Context: an optimization exercise on an open-source flow, tuned for small area, a short achievable clock period and few clock cycles per item. The choices shown serve that exercise and are no tape-out recipe.
In this exercise RTL edits were held to simulation tests only and were not proved equivalent to the original.
No activity file was given, so power comes from the tool's default toggle rates.

// sliding_window_arq_control
module sliding_window_arq_control (
	input  logic        clk,
	input  logic        arst_n,
	input  logic        s_tvalid,
	output logic        s_tready,
	input  logic [47:0] s_tdata,    
	input  logic [1:0]  s_tuser,    
	output logic        m_tvalid,
	input  logic        m_tready,
	output logic [79:0] m_tdata,    
	output logic [2:0]  m_tuser,    
	output logic        m_tlast,
	input  logic        cfg_valid,
	output logic        cfg_ready,
	input  logic [1:0]  cfg_index,
	input  logic [30:0] cfg_data
);
Settings: LEC_CHECK=0, ABC_CLOCK_PERIOD_IN_PS=3500, CAP_MARGIN=20, CORE_MARGIN=2, CORE_UTILIZATION=60, CTS_BUF_LIST=sky130_fd_sc_hd__clkbuf_8, SLEW_MARGIN=20, TNS_END_PERCENT=20; clock period 10.0 ns.
standard.sh (not shown) runs the stock make flow with config.mk's settings and CLKGATE_MAP_FILE= SYNTH_SCRIPT=/design/flow/synth_recipe.tcl, a recipe that flattens the netlist after the stock synthesis.
==> flow/flow/run.sh <==
#!/bin/bash
# Standard layout with two changes to how it is made:
# - timing repair aims below the clock period (repair works until setup
#   slack reaches the margin, so it keeps shortening paths the 10 ns
#   constraint alone would leave as they are);
# - the port buffers are plain buf_4 cells, not the delay cells the default
#   port buffering picks.
set -euo pipefail
export SETUP_SLACK_MARGIN=6.5
export BUFFER_PORTS_ARGS="-buffer_cell sky130_fd_sc_hd__buf_4"
bash standard.sh > make.log 2>&1
Testbench counts at the start, summed over its fixed seeds: cycles 5,355, items 4,800.
Next try:
Settings changed: CTS_CLUSTER_DIAMETER set to 56, CTS_CLUSTER_SIZE set to 12, TNS_END_PERCENT 20 to 5.
The changed run finished clean.
Core utilization drops by 1.4 points.
Cell area falls by 2.1%.
Routed wire length hardly moves.
Next try:
Settings changed: CTS_CLUSTER_DIAMETER 56 to unset, CTS_CLUSTER_SIZE 12 to unset.
- The changed run finished clean
- worst hold slack loses 0.0037 ns
- routed wire length went up slightly
- clock skew goes down by 0.0034 ns
- worst setup slack improved by 0.020 ns
- area after synthesis does not change
- first-iteration DRC count came out lower slightly
- non-clock buffer count went up by 6
- register-to-register slack barely changes
- clock power is higher by a quarter to a third
Next try:
--- a/flow/flow/run.sh
+++ b/flow/flow/run.sh
@@ -9 +9 @@
-export SETUP_SLACK_MARGIN=6.5
+export SETUP_SLACK_MARGIN=6.3
Result: The new run passed the timing, DRC and antenna checks. Clock-buffer cell count stays the same. Combinational power goes down by about 1%. Hold slack is about the same. Design area goes down by 0.45%. Total power goes down by 0.49%.
Next try:
--- a/flow/flow/run.sh
+++ b/flow/flow/run.sh
@@ -9 +9 @@
-export SETUP_SLACK_MARGIN=6.3
+export SETUP_SLACK_MARGIN=6.5
Settings changed: ABC_CLOCK_PERIOD_IN_PS 3500 to 2500.
Effect:
- synthesized cell count stays the same
- setup slack gains 0.13 ns
- via count is higher by about 0.4%
- wire length is higher by 1.2%
- cell count hardly moves
- cell area is higher by 0.46%
- register-to-register slack gains 0.09 ns
- power is higher by about 0.5%

== 03-25 ==
Another version of the RTL of sliding_window_arq_control (not shown whole).
Size in the first run: ~4300 cells after synthesis, roughly 1000 flip-flops, roughly 51000 µm² of cells after synthesis.
export LEC_CHECK = 0
export CAP_MARGIN = 20
export CORE_MARGIN = 2
export CORE_UTILIZATION = 40
export SLEW_MARGIN = 20
create_clock -name core_clock -period 10.0 [get_ports {clk}]
run.sh (not shown) runs the stock make flow with config.mk's settings and CLKGATE_MAP_FILE= SYNTH_SCRIPT=/design/flow/synth_recipe.tcl, a recipe that flattens the netlist after the stock synthesis.
Stock flow here: none of the scripts above is used.
03-25: flow completed, timing, DRC and antenna clean
Testbench counts of 03-25, summed over its fixed seeds: cycles 5,350, items 4,800.
Here is what was changed in the inputs of 07-06 compared with 03-25.
Settings: ABC_CLOCK_PERIOD_IN_PS: unset -> 3500; SETUP_SLACK_MARGIN: unset -> 5.
Results
- Of 07-06 and 03-25, the higher clock share of power belongs to 03-25.
- Diff 03-25..07-06 | total standard cell area after synthesis | negligible
- On first-pass GRT wire length, 07-06 and 03-25 are neck and neck.
- Between 03-25 and 07-06, the cell count does not differ in any meaningful way.
- Final critical-path setup slack is higher on 07-06

Another version of the RTL of sliding_window_arq_control (not shown whole).
For scale: ~4,300 cells after synthesis, roughly 980 flip-flops, roughly 180 I/O pins, roughly 49,000 um^2 of cells after synthesis.
Settings: LEC_CHECK=0, ABC_CLOCK_PERIOD_IN_PS=3500, CAP_MARGIN=20, CORE_MARGIN=2, CORE_UTILIZATION=60, CTS_BUF_LIST=sky130_fd_sc_hd__clkbuf_8, SLEW_MARGIN=20, TNS_END_PERCENT=5; clock period 10.0 ns.
standard.sh (not shown) runs the stock make flow with config.mk's settings and CLKGATE_MAP_FILE= SYNTH_SCRIPT=/design/flow/synth_recipe.tcl, a recipe that flattens the netlist after the stock synthesis.
==> flow/flow/run.sh <==
#!/bin/bash
# Standard layout, with timing repair aimed below the clock period: repair
# works until setup slack reaches the margin, so it keeps shortening paths
# the 10 ns constraint alone would leave as they are.
set -euo pipefail
export SETUP_SLACK_MARGIN=6.5
bash standard.sh > make.log 2>&1
The baseline went through all stages and came out clean.
Testbench counts at the start, summed over its fixed seeds: cycles 5,350, items 4,800.
==> next run, changes <==
--- a/flow/flow/run.sh
+++ b/flow/flow/run.sh
@@ -4,4 +4,4 @@
 # the 10 ns constraint alone would leave as they are.
 set -euo pipefail
-export SETUP_SLACK_MARGIN=6.5
+export SETUP_SLACK_MARGIN=7
 bash standard.sh > make.log 2>&1
Result:
- total power rose by a few percent
- sequential power barely changes
- critical path depth came out lower by 1
- wire length goes up by a few percent
- worst hold slack stays flat
- non-clock buffer count grows by 92
- global-route usage went up by 0.46 points
- worst setup slack barely changes

## v2
Another version of the RTL of sliding_window_arq_control (not shown whole).
Size: ~970 flip-flops, about 180 I/O pins, ~49000 µm² of cells after synthesis.
// sliding_window_arq_control
module sliding_window_arq_control (
	input  logic        clk,
	input  logic        arst_n,
	input  logic        s_tvalid,
	output logic        s_tready,
	input  logic [47:0] s_tdata,    
	input  logic [1:0]  s_tuser,    
	output logic        m_tvalid,
	input  logic        m_tready,
	output logic [79:0] m_tdata,    
	output logic [2:0]  m_tuser,    
	output logic        m_tlast,
	input  logic        cfg_valid,
	output logic        cfg_ready,
	input  logic [1:0]  cfg_index,
	input  logic [30:0] cfg_data
);
==> flow/config.mk <==
export PLATFORM = sky130hd
export DESIGN_NAME = sliding_window_arq_control
export DESIGN_NICKNAME = sliding_window_arq_control
export VERILOG_FILES = /design/flow/design.v
export SDC_FILE = /design/flow/constraint.sdc
export NUM_CORES = 4
export LEC_CHECK = 0
export ABC_CLOCK_PERIOD_IN_PS = 3500
export CAP_MARGIN = 20
export CORE_MARGIN = 2
export CORE_UTILIZATION = 60
export CTS_BUF_LIST = sky130_fd_sc_hd__clkbuf_8
export SLEW_MARGIN = 20
export TNS_END_PERCENT = 5
==> flow/constraint.sdc <==
create_clock -name core_clock -period 10.0 [get_ports {clk}]
set_input_delay 2.0000 -clock core_clock [delete_from_list [all_inputs] [get_ports {clk}]]
set_output_delay 2.0000 -clock core_clock [all_outputs]
set_load 0.01 [all_outputs]
==> flow/flow/run.sh <==
#!/bin/bash
# Standard layout with two changes to how it is made:
# - timing repair aims below the clock period (repair works until setup
#   slack reaches the margin, so it keeps shortening paths the 10 ns
#   constraint alone would leave as they are);
# - the port buffers are plain buf_4 cells, not the delay cells the default
#   port buffering picks.
set -euo pipefail
export SETUP_SLACK_MARGIN=6.5
export BUFFER_PORTS_ARGS="-buffer_cell sky130_fd_sc_hd__buf_4"
bash standard.sh > make.log 2>&1
v2 reached the end of the flow, and the finished layout is clean on the timing, DRC and antenna checks.
Testbench counts of v2, summed over its fixed seeds: cycles 5,350, items 4,800.
What v39 does differently from v2 at the input level:
- CTS_BUF_LIST: sky130_fd_sc_hd__clkbuf_8 -> unset
- CORE_UTILIZATION: 60 -> 40
==> flow/flow/run.sh <==
#!/bin/bash
# Standard layout, with timing repair aimed below the clock period: repair
# works until setup slack reaches the margin, so it keeps shortening paths
# the 10 ns constraint alone would leave as they are.
set -euo pipefail
export SETUP_SLACK_MARGIN=6.5
bash standard.sh > make.log 2>&1
[summary]
Of v39 and v2, v39 shows the higher post-layout total power, with v2 below it. Between v2 and v39, starting utilization of the core area decreased. Sequential share of layout area is higher on v2. Sort v39 and v2 by post-layout minimum cycle time desc -> top: v2. v39 vs v2: number of rows in the core area up by more than 10%. v39 vs v2: count of fill cells added during filler insertion up by more than half. Fmax: v39 higher than v2.
## Diff of input files: v5 against v39
- CORE_UTILIZATION: 40 -> 60
- CTS_BUF_LIST: unset -> sky130_fd_sc_hd__clkbuf_8
## What came out
- The cell at the slowest stage of the critical path comes out sky130_fd_sc_hd__or4b_4 in one run and sky130_fd_sc_hd__bufbuf_16 in the other, namely in v5 and v39 respectively.
- v39 → v5: routed wire length went up by about 1.7%, cell area went down by about 2.8%, power share of the clock group went down by 1.6 points, net switching power went up by 1.1%.

sliding_window_arq_control, a different RTL version from the one above (not shown whole).
Size in the first run: ~0.049 mm² of cells after synthesis.
export LEC_CHECK = 0
export ABC_CLOCK_PERIOD_IN_PS = 3500
export CAP_MARGIN = 20
export CORE_MARGIN = 2
export CORE_UTILIZATION = 40
export SLEW_MARGIN = 20
create_clock -name core_clock -period 10.0 [get_ports {clk}]
==> flow/flow/run.sh <==
#!/bin/bash
# Standard layout, with timing repair aimed below the clock period: repair
# works until setup slack reaches the margin, so it keeps shortening paths
# the 10 ns constraint alone would leave as they are.
set -euo pipefail
export SETUP_SLACK_MARGIN=6.5
bash standard.sh > make.log 2>&1
The first run passed the timing, DRC and antenna checks.
Testbench counts at the start, summed over its fixed seeds: cycles 5,350, items 4,800.
Then changed:
==> flow/run.sh (new file) <==
#!/bin/bash
# synth_recipe.tcl (not shown) runs the flow's synth.tcl, then flattens the netlist and writes it again
# the make line also repeats each setting of config.mk as NAME=value (left out here)
make -C /OpenROAD-flow-scripts/flow DESIGN_CONFIG=/design/flow/config.mk WORK_HOME=/design/flow/orfs CLKGATE_MAP_FILE= SYNTH_SCRIPT=/design/flow/synth_recipe.tcl finish
Settings changed: SETUP_SLACK_MARGIN from default to 5.
removed: flow/flow/run.sh
removed: flow/standard.sh
Routed wire length fell by about 12%.
Global-route usage is lower by 2.5 points.
Setup slack got worse by 0.78 ns.

==> static timing again, ports no longer ideal <==
No port has a modelled driver above. Below, the same layouts with a new extraction and two added sets of constraints.
Step 1 assumes that a clkbuf_16 drives the clock port and a buf_2 every other input.
Step 2 moves the port delays by t, midway between the first and last clock arrival at a register: inputs arrive t later, outputs are due t later. That takes back most of the time a late clock gives input paths.
Three values: ideal, step 1, step 2; two values: the first two.
run	t (ns)	slack for setup (ns)	hold slack, ns	clock arrival spread, ns
the first run of note 1	0.917	6.281 / 6.281 / 5.580	0.466 / 0.466 / 0.466	0.054 / 0.054
the second run of note 1	0.820	6.335 / 6.344 / 5.553	0.474 / 0.474 / 0.474	0.057 / 0.057
the third run of note 1	0.889	6.355 / 6.355 / 5.536	0.470 / 0.470 / 0.470	0.049 / 0.050
the fourth run of note 1	0.899	6.221 / 6.256 / 5.362	0.470 / 0.470 / 0.470	0.052 / 0.052
the fifth run of note 1	0.889	6.355 / 6.355 / 5.536	0.470 / 0.470 / 0.470	0.049 / 0.050
03-25	0.823	4.095 / 4.095 / 4.095	0.464 / 0.464 / 0.464	0.095 / 0.095
07-06	0.811	5.104 / 5.076 / 5.104	0.471 / 0.471 / 0.471	0.060 / 0.059
the first run of note 3	0.901	6.134 / 6.134 / 5.291	0.479 / 0.479 / 0.479	0.067 / 0.066
the second run of note 3	0.913	6.136 / 6.136 / 5.556	0.480 / 0.480 / 0.480	0.067 / 0.067
v2	0.877	6.184 / 6.184 / 5.387	0.482 / 0.482 / 0.482	0.042 / 0.041
v39	0.768	6.302 / 6.304 / 5.575	0.476 / 0.476 / 0.476	0.055 / 0.055
v5	0.916	6.255 / 6.255 / 5.419	0.477 / 0.477 / 0.477	0.050 / 0.051
the first run of note 5	0.784	5.863 / 5.863 / 5.286	0.470 / 0.470 / 0.470	0.096 / 0.096
the second run of note 5	0.767	5.082 / 5.133 / 4.366	0.480 / 0.480 / 0.480	0.047 / 0.046
After both steps setup and hold are still met in every run listed. The setup slack of the fourth run of note 1, which loses most, moves by +0.035 ns with the drivers and by -0.859 ns with both steps.
